Background: an optimization exercise with open tools, aiming at small area, a short achievable clock period and few clock cycles. Do not read the settings as production practice. RTL that was checked went through simulation tests only; none was proved equivalent to the original. Power is estimated from default activity; no workload was simulated.

## page_replacement_victim_select_top
module page_replacement_victim_select_top (
  input  logic                   clk,
  input  logic                   rst_n,
  input  logic                   cfg_we,
  input  logic [POLICY_W-1:0]    cfg_wdata,
  input  logic                   in_tvalid,
  output logic                   in_tready,
  input  logic [IN_TDATA_W-1:0]  in_tdata,    
  input  logic [CMD_W-1:0]       in_tuser,    
  output logic                   out_tvalid,
  input  logic                   out_tready,
  output logic [OUT_TDATA_W-1:0] out_tdata,   
  output logic                   out_tuser    
);
For scale: ~4800 cells after synthesis, about 61 I/O pins, roughly 55000 µm² of cells after synthesis.
==> flow/config.mk <==
export PLATFORM = sky130hd
export DESIGN_NAME = page_replacement_victim_select_top
export DESIGN_NICKNAME = page_replacement_victim_select_top
export VERILOG_FILES = /design/flow/design.v
export SDC_FILE = /design/flow/constraint.sdc
export NUM_CORES = 4
export LEC_CHECK = 0
export CAP_MARGIN = 20
export CORE_MARGIN = 2
export CORE_UTILIZATION = 50
export SLEW_MARGIN = 20
export TNS_END_PERCENT = 10
==> flow/constraint.sdc <==
create_clock -name core_clock -period 10.0 [get_ports {clk}]
set_input_delay 2.0000 -clock core_clock [delete_from_list [all_inputs] [get_ports {clk}]]
set_output_delay 2.0000 -clock core_clock [all_outputs]
set_load 0.01 [all_outputs]
standard.sh (not shown) runs the stock make flow with config.mk's settings and CLKGATE_MAP_FILE= SYNTH_SCRIPT=/design/flow/synth_recipe.tcl, a recipe that flattens the netlist after the stock synthesis.
==> flow/flow/run.sh <==
#!/bin/bash
# Layout flow: the standard layout (standard.sh: unchanged synthesis and
# steps) with two changes to how the layout is optimised, not to what is
# measured: the port buffers are buf_4 cells instead of the delay buffer that
# buffer_ports picks by default, and the timing repair steps aim at a tighter
# internal target than the 10 ns clock so that the achieved period is short.
# The clock, the SDC and every other setting are the design's.
set -euo pipefail
export BUFFER_PORTS_ARGS="-buffer_cell sky130_fd_sc_hd__buf_4"
export SETUP_SLACK_MARGIN=6.5
bash standard.sh > standard.log 2>&1
Testbench counts at the start, summed over its fixed seeds: cycles 12,069.
Then changed:
--- a/flow/flow/run.sh
+++ b/flow/flow/run.sh
@@ -8,4 +8,4 @@
 set -euo pipefail
 export BUFFER_PORTS_ARGS="-buffer_cell sky130_fd_sc_hd__buf_4"
-export SETUP_SLACK_MARGIN=6.5
+export SETUP_SLACK_MARGIN=6.3
 bash standard.sh > standard.log 2>&1
- CORE_UTILIZATION: 50 -> 40
Result: The new run went through all stages and came out clean; hold slack improves by 0.0043 ns; die area is higher by a quarter to a third; non-clock buffer count shrinks by 60.

========
main:
page_replacement_victim_select_top, a different RTL version from the one above (not shown whole).
Size in the first run: roughly 4900 cells after synthesis, ~1100 flip-flops, about 61 I/O pins, roughly 55000 µm² of cells after synthesis.
clock: 10.0 ns
lec_check: 0
cap_margin: 20
core_margin: 2
core_utilization: 40
slew_margin: 20
run.sh (not shown) runs the stock make flow with config.mk's settings and CLKGATE_MAP_FILE= SYNTH_SCRIPT=/design/flow/synth_recipe.tcl, a recipe that flattens the netlist after the stock synthesis.
Stock flow here: none of the scripts above is used.
Input changes introduced in the feature branch (baseline for comparison: main):
-- flow/config.mk --
<<< main, line 8
>>> the feature branch, line 8
export ABC_CLOCK_PERIOD_IN_PS = 3500
<<< main, line 11
>>> the feature branch, line 12
export SETUP_SLACK_MARGIN = 5
Notes after the runs:
- Multi-input gate area in the final layout essentially unchanged between main and the feature branch.
- Non-clock buffer instance count of the final layout, the feature branch and main: smaller value in main
- The register share of the cell area on main is in line with that on the feature branch.
- Between main and the feature branch, the design area figures differ only marginally.
- Comparing the feature branch and main, routed length on met1 is higher on the feature branch.
No functional check of the RTL was part of any run of this note.

========
Another version of the RTL of page_replacement_victim_select_top (not shown whole).
Size in the first run: roughly 4800 cells after synthesis, ~1200 flip-flops, roughly 61 I/O pins, ~55000 µm² of cells after synthesis.
clock: 10.0 ns
lec_check: 0
cap_margin: 20
core_margin: 2
core_utilization: 55
slew_margin: 20
tns_end_percent: 10
standard.sh (not shown) runs the stock make flow with config.mk's settings and CLKGATE_MAP_FILE= SYNTH_SCRIPT=/design/flow/synth_recipe.tcl, a recipe that flattens the netlist after the stock synthesis.
==> flow/flow/run.sh <==
#!/bin/bash
# Layout flow: the standard layout (standard.sh: unchanged synthesis and
# steps) with two changes to how the layout is optimised, not to what is
# measured: the port buffers are buf_4 cells instead of the delay buffer that
# buffer_ports picks by default, and the timing repair steps aim at a tighter
# internal target than the 10 ns clock so that the achieved period is short.
# The clock, the SDC and every other setting are the design's.
set -euo pipefail
export BUFFER_PORTS_ARGS="-buffer_cell sky130_fd_sc_hd__buf_4"
export SETUP_SLACK_MARGIN=6.3
bash standard.sh > standard.log 2>&1
The starting point finished with timing, DRC and antenna clean.
Edit:
CORE_UTILIZATION = 40   (was 55)
- sequential cell count is unchanged
- sequential power barely changes
- die area increases by 37%
- via count went up by 0.38%
- routed wire length increases by 2.4%
- cell count increases by 8.5%
- non-clock buffer count climbs by 43
- power increases by 0.79%
- setup slack improved by 0.079 ns
- global-route usage goes down by 9.6 points
- sequential share of layout area goes down by 1.2 points
No run of this note included a check of the RTL's function; only the layout flow was run.

========
P:
Another version of the RTL of page_replacement_victim_select_top (not shown whole).
For scale: ~4,800 cells after synthesis, about 1,200 flip-flops, ~61 I/O pins, roughly 0.055 sq mm of cells after synthesis.
## page_replacement_victim_select_top
module page_replacement_victim_select_top (
  input  logic                   clk,
  input  logic                   rst_n,
  input  logic                   cfg_we,
  input  logic [POLICY_W-1:0]    cfg_wdata,
  input  logic                   in_tvalid,
  output logic                   in_tready,
  input  logic [IN_TDATA_W-1:0]  in_tdata,    
  input  logic [CMD_W-1:0]       in_tuser,    
  output logic                   out_tvalid,
  input  logic                   out_tready,
  output logic [OUT_TDATA_W-1:0] out_tdata,   
  output logic                   out_tuser    
);
==> flow/config.mk <==
export PLATFORM = sky130hd
export DESIGN_NAME = page_replacement_victim_select_top
export DESIGN_NICKNAME = page_replacement_victim_select_top
export VERILOG_FILES = /design/flow/design.v
export SDC_FILE = /design/flow/constraint.sdc
export NUM_CORES = 4
export LEC_CHECK = 0
export ABC_CLOCK_PERIOD_IN_PS = 3500
export CAP_MARGIN = 20
export CORE_MARGIN = 2
export CORE_UTILIZATION = 40
export SETUP_SLACK_MARGIN = 5
export SLEW_MARGIN = 20
==> flow/constraint.sdc <==
create_clock -name core_clock -period 10.0 [get_ports {clk}]
set_input_delay 2.0000 -clock core_clock [delete_from_list [all_inputs] [get_ports {clk}]]
set_output_delay 2.0000 -clock core_clock [all_outputs]
set_load 0.01 [all_outputs]
run.sh (not shown) runs the stock make flow with config.mk's settings and CLKGATE_MAP_FILE= SYNTH_SCRIPT=/design/flow/synth_recipe.tcl, a recipe that flattens the netlist after the stock synthesis.
Stock flow here: none of the scripts above is used.
Testbench counts of P, summed over its fixed seeds: cycles 12,052.
Modified inputs, Q compared to P
- SETUP_SLACK_MARGIN: 5 -> unset
==> flow/flow/run.sh (new file) <==
#!/bin/bash
# Layout flow: the standard layout (standard.sh: unchanged synthesis and
# steps) with two changes to how the layout is optimised, not to what is
# measured: the port buffers are buf_4 cells instead of the delay buffer that
# buffer_ports picks by default, and the timing repair steps aim at a tighter
# internal target than the 10 ns clock so that the achieved period is short.
# The clock, the SDC and every other setting are the design's.
set -euo pipefail
export BUFFER_PORTS_ARGS="-buffer_cell sky130_fd_sc_hd__buf_4"
export SETUP_SLACK_MARGIN=6.6
bash standard.sh > standard.log 2>&1
==> flow/standard.sh (new file) <==
#!/bin/bash
# synth_recipe.tcl (not shown) runs the flow's synth.tcl, then flattens the netlist and writes it again
# the make line also repeats each setting of config.mk as NAME=value (left out here)
make -C /OpenROAD-flow-scripts/flow DESIGN_CONFIG=/design/flow/config.mk WORK_HOME=/design/flow/orfs CLKGATE_MAP_FILE= SYNTH_SCRIPT=/design/flow/synth_recipe.tcl "${@:-finish}"
removed: flow/run.sh
Findings:
Summary — clock-buffer cell count, Q relative to P: higher, by 8.
Between P and Q, arrival time of the worst setup path is lower for Q, P comes in above that.
Diff P and Q: global-route usage higher in Q
Compared with P, Q shows part of the power in the clock network lower by 3.2 points.
The run showing the smaller first-pass GRT wire length is P.
Compared with P, in Q register-to-register path setup slack has increased, footprint of the multi-input gates has increased.

========
## v6
Another version of the RTL of page_replacement_victim_select_top (not shown whole).
For scale: ~1,100 flip-flops, about 61 I/O pins.
==> flow/config.mk <==
export PLATFORM = sky130hd
export DESIGN_NAME = page_replacement_victim_select_top
export DESIGN_NICKNAME = page_replacement_victim_select_top
export VERILOG_FILES = /design/flow/design.v
export SDC_FILE = /design/flow/constraint.sdc
export NUM_CORES = 4
export LEC_CHECK = 0
export ABC_CLOCK_PERIOD_IN_PS = 3500
export CAP_MARGIN = 20
export CORE_MARGIN = 2
export CORE_UTILIZATION = 40
export SLEW_MARGIN = 20
==> flow/constraint.sdc <==
create_clock -name core_clock -period 10.0 [get_ports {clk}]
set_input_delay 2.0000 -clock core_clock [delete_from_list [all_inputs] [get_ports {clk}]]
set_output_delay 2.0000 -clock core_clock [all_outputs]
set_load 0.01 [all_outputs]
standard.sh (not shown) runs the stock make flow with config.mk's settings and CLKGATE_MAP_FILE= SYNTH_SCRIPT=/design/flow/synth_recipe.tcl, a recipe that flattens the netlist after the stock synthesis.
==> flow/flow/run.sh <==
#!/bin/bash
# Layout flow: the standard layout (standard.sh, unchanged synthesis and
# steps), with the timing repair steps asked to close to a tighter internal
# target than the 10 ns clock so the achieved period is short. The clock,
# SDC and every other setting are the design's.
set -euo pipefail
export SETUP_SLACK_MARGIN=6.6
bash standard.sh > standard.log 2>&1
v6 finished every step from synthesis to the final layout, and the layout passed the timing, design-rule and antenna checks.
--- input diff v6..v7 ---
--- a/flow/flow/run.sh
+++ b/flow/flow/run.sh
@@ -5,4 +5,4 @@
 # SDC and every other setting are the design's.
 set -euo pipefail
-export SETUP_SLACK_MARGIN=6.6
+export SETUP_SLACK_MARGIN=6.3
 bash standard.sh > standard.log 2>&1
==> run summary <==
- Diff v6 -> v7: number of tap instances closely matched the old numbers, net switching fraction of the power decreased by 0.78 points relative to the old numbers, proportion of power drawn by flip-flops and latches increased by 1.5 points relative to the old numbers, area of all placed cells without fillers decreased by about 8% relative to the old numbers, clock group share of total power increased by 1.0 points relative to the old numbers.
Function was not checked in any run of this note: the RTL went through the layout flow alone.

========
rev 12:
Another version of the RTL of page_replacement_victim_select_top (not shown whole).
Size in the first run: about 4,900 cells after synthesis, ~1,200 flip-flops, roughly 61 I/O pins, about 55,000 um2 of cells after synthesis.
clock: 10.0 ns
lec_check: 0
cap_margin: 20
core_margin: 2
core_utilization: 50
slew_margin: 20
tns_end_percent: 10
==> flow/flow/run.sh <==
#!/bin/bash
# Layout flow: the standard layout (standard.sh: unchanged synthesis and
# steps) with two changes to how the layout is optimised, not to what is
# measured: the port buffers are buf_4 cells instead of the delay buffer that
# buffer_ports picks by default, and the timing repair steps aim at a tighter
# internal target than the 10 ns clock so that the achieved period is short.
# The clock, the SDC and every other setting are the design's.
set -euo pipefail
export BUFFER_PORTS_ARGS="-buffer_cell sky130_fd_sc_hd__buf_4"
export SETUP_SLACK_MARGIN=6.3
bash standard.sh > standard.log 2>&1
Testbench counts of rev 12, summed over its fixed seeds: cycles 12,052.
> inputs changed (rev 12 -> rev 13)
==> flow/flow/run.sh <==
#!/bin/bash
# Layout flow: the standard layout (standard.sh, unchanged synthesis and
# steps), with the timing repair steps asked to close to a tighter internal
# target than the 10 ns clock so the achieved period is short. The clock,
# SDC and every other setting are the design's.
set -euo pipefail
export SETUP_SLACK_MARGIN=6.3
bash standard.sh > standard.log 2>&1
diff --git a/flow/config.mk b/flow/config.mk
--- a/flow/config.mk
+++ b/flow/config.mk
@@ -7,6 +7,6 @@
 export LEC_CHECK = 0
+export ABC_CLOCK_PERIOD_IN_PS = 3500
 export CAP_MARGIN = 20
 export CORE_MARGIN = 2
-export CORE_UTILIZATION = 50
+export CORE_UTILIZATION = 40
 export SLEW_MARGIN = 20
-export TNS_END_PERCENT = 10
[summary]
Measured against each other, rev 13 and rev 12 differ in utilization, the higher figure coming from rev 12.
Rev 13 vs rev 12: number of clock buffers in the layout up
On final estimated routing congestion in global placement, the lower figure sits with rev 13, not rev 12.
Rev 12 → rev 13: sequential share of layout area lost 2.2 points; achievable frequency picked up an extra 1.7%; via count picked up an extra 1,210; combinational cell fraction of total power picked up an extra 2.5 points.

========
Another version of the RTL of page_replacement_victim_select_top (not shown whole).
Size: about 1,200 flip-flops, about 61 I/O pins.
// page_replacement_victim_select_top
module page_replacement_victim_select_top (
  input  logic                   clk,
  input  logic                   rst_n,
  input  logic                   cfg_we,
  input  logic [POLICY_W-1:0]    cfg_wdata,
  input  logic                   in_tvalid,
  output logic                   in_tready,
  input  logic [IN_TDATA_W-1:0]  in_tdata,    
  input  logic [CMD_W-1:0]       in_tuser,    
  output logic                   out_tvalid,
  input  logic                   out_tready,
  output logic [OUT_TDATA_W-1:0] out_tdata,   
  output logic                   out_tuser    
);
==> flow/config.mk <==
export PLATFORM = sky130hd
export DESIGN_NAME = page_replacement_victim_select_top
export DESIGN_NICKNAME = page_replacement_victim_select_top
export VERILOG_FILES = /design/flow/design.v
export SDC_FILE = /design/flow/constraint.sdc
export NUM_CORES = 4
export LEC_CHECK = 0
export CAP_MARGIN = 20
export CORE_MARGIN = 2
export CORE_UTILIZATION = 40
export SLEW_MARGIN = 20
==> flow/constraint.sdc <==
create_clock -name core_clock -period 10.0 [get_ports {clk}]
set_input_delay 2.0000 -clock core_clock [delete_from_list [all_inputs] [get_ports {clk}]]
set_output_delay 2.0000 -clock core_clock [all_outputs]
set_load 0.01 [all_outputs]
==> flow/flow/run.sh <==
#!/bin/bash
# Layout flow: the standard layout (standard.sh: unchanged synthesis and
# steps) with two changes to how the layout is optimised, not to what is
# measured: the port buffers are buf_4 cells instead of the delay buffer that
# buffer_ports picks by default, and the timing repair steps aim at a tighter
# internal target than the 10 ns clock so that the achieved period is short.
# The clock, the SDC and every other setting are the design's.
set -euo pipefail
export BUFFER_PORTS_ARGS="-buffer_cell sky130_fd_sc_hd__buf_4"
export SETUP_SLACK_MARGIN=6.4
bash standard.sh > standard.log 2>&1
Next try:
- TNS_END_PERCENT: unset -> 10
Global-route usage drops by 0.13 points.
Register-to-register slack got worse by 0.02 ns.
Clock skew is about the same.
Cell area drops by 1.9%.
Clock-buffer cell count stays the same.
Function was not checked in any run of this note: the RTL went through the layout flow alone.

## re-timing with driven ports
Ports are ideal in the flow. The routed layouts listed here were re-timed in OpenROAD.
Step 1 sets driving cells, clkbuf_16 on the clock port and buf_2 on the other inputs (assumed; they add their load-dependent delay and slew).
Step 2 adds t to the input delays and takes it off the output delays; t is the mean of the earliest and latest rising clock arrival at the registers after step 1. Input paths then give back, and output paths get back, about the clock's delay inside the block.
Slacks: ideal / step 1 / step 2; pairs: ideal / step 1.
| run | t, ns | setup WS [ns] | latest minus earliest clock arrival (ns) |
|---|---|---|---|
| the first run of note 1 | 0.812 | 6.301 / 6.301 / 6.000 | 0.030 / 0.030 |
| the second run of note 1 | 0.843 | 6.230 / 6.230 / 5.994 | 0.039 / 0.039 |
| main | 0.847 | 4.815 / 4.815 / 4.815 | 0.039 / 0.039 |
| the feature branch | 0.847 | 5.031 / 5.031 / 5.031 | 0.037 / 0.037 |
| the first run of note 3 | 0.815 | 6.168 / 6.168 / 5.968 | 0.029 / 0.029 |
| the second run of note 3 | 0.835 | 6.247 / 6.247 / 5.958 | 0.047 / 0.047 |
| P | 0.823 | 5.106 / 5.106 / 5.106 | 0.035 / 0.035 |
| Q | 0.829 | 6.293 / 6.293 / 6.125 | 0.031 / 0.031 |
| v6 | 0.841 | 5.203 / 5.203 / 5.203 | 0.041 / 0.041 |
| v7 | 0.830 | 5.267 / 5.267 / 5.267 | 0.049 / 0.048 |
| rev 12 | 0.804 | 6.091 / 6.091 / 6.079 | 0.043 / 0.044 |
| rev 13 | 0.839 | 6.155 / 6.155 / 5.672 | 0.057 / 0.056 |
| the first run of note 7 | 0.828 | 6.297 / 6.297 / 6.047 | 0.042 / 0.042 |
| the second run of note 7 | 0.823 | 6.275 / 6.275 / 6.015 | 0.045 / 0.045 |
After both steps every run listed still meets setup and hold. The setup slack of rev 13, which loses most, moves by 0.000 ns with the drivers and by -0.483 ns with both steps.
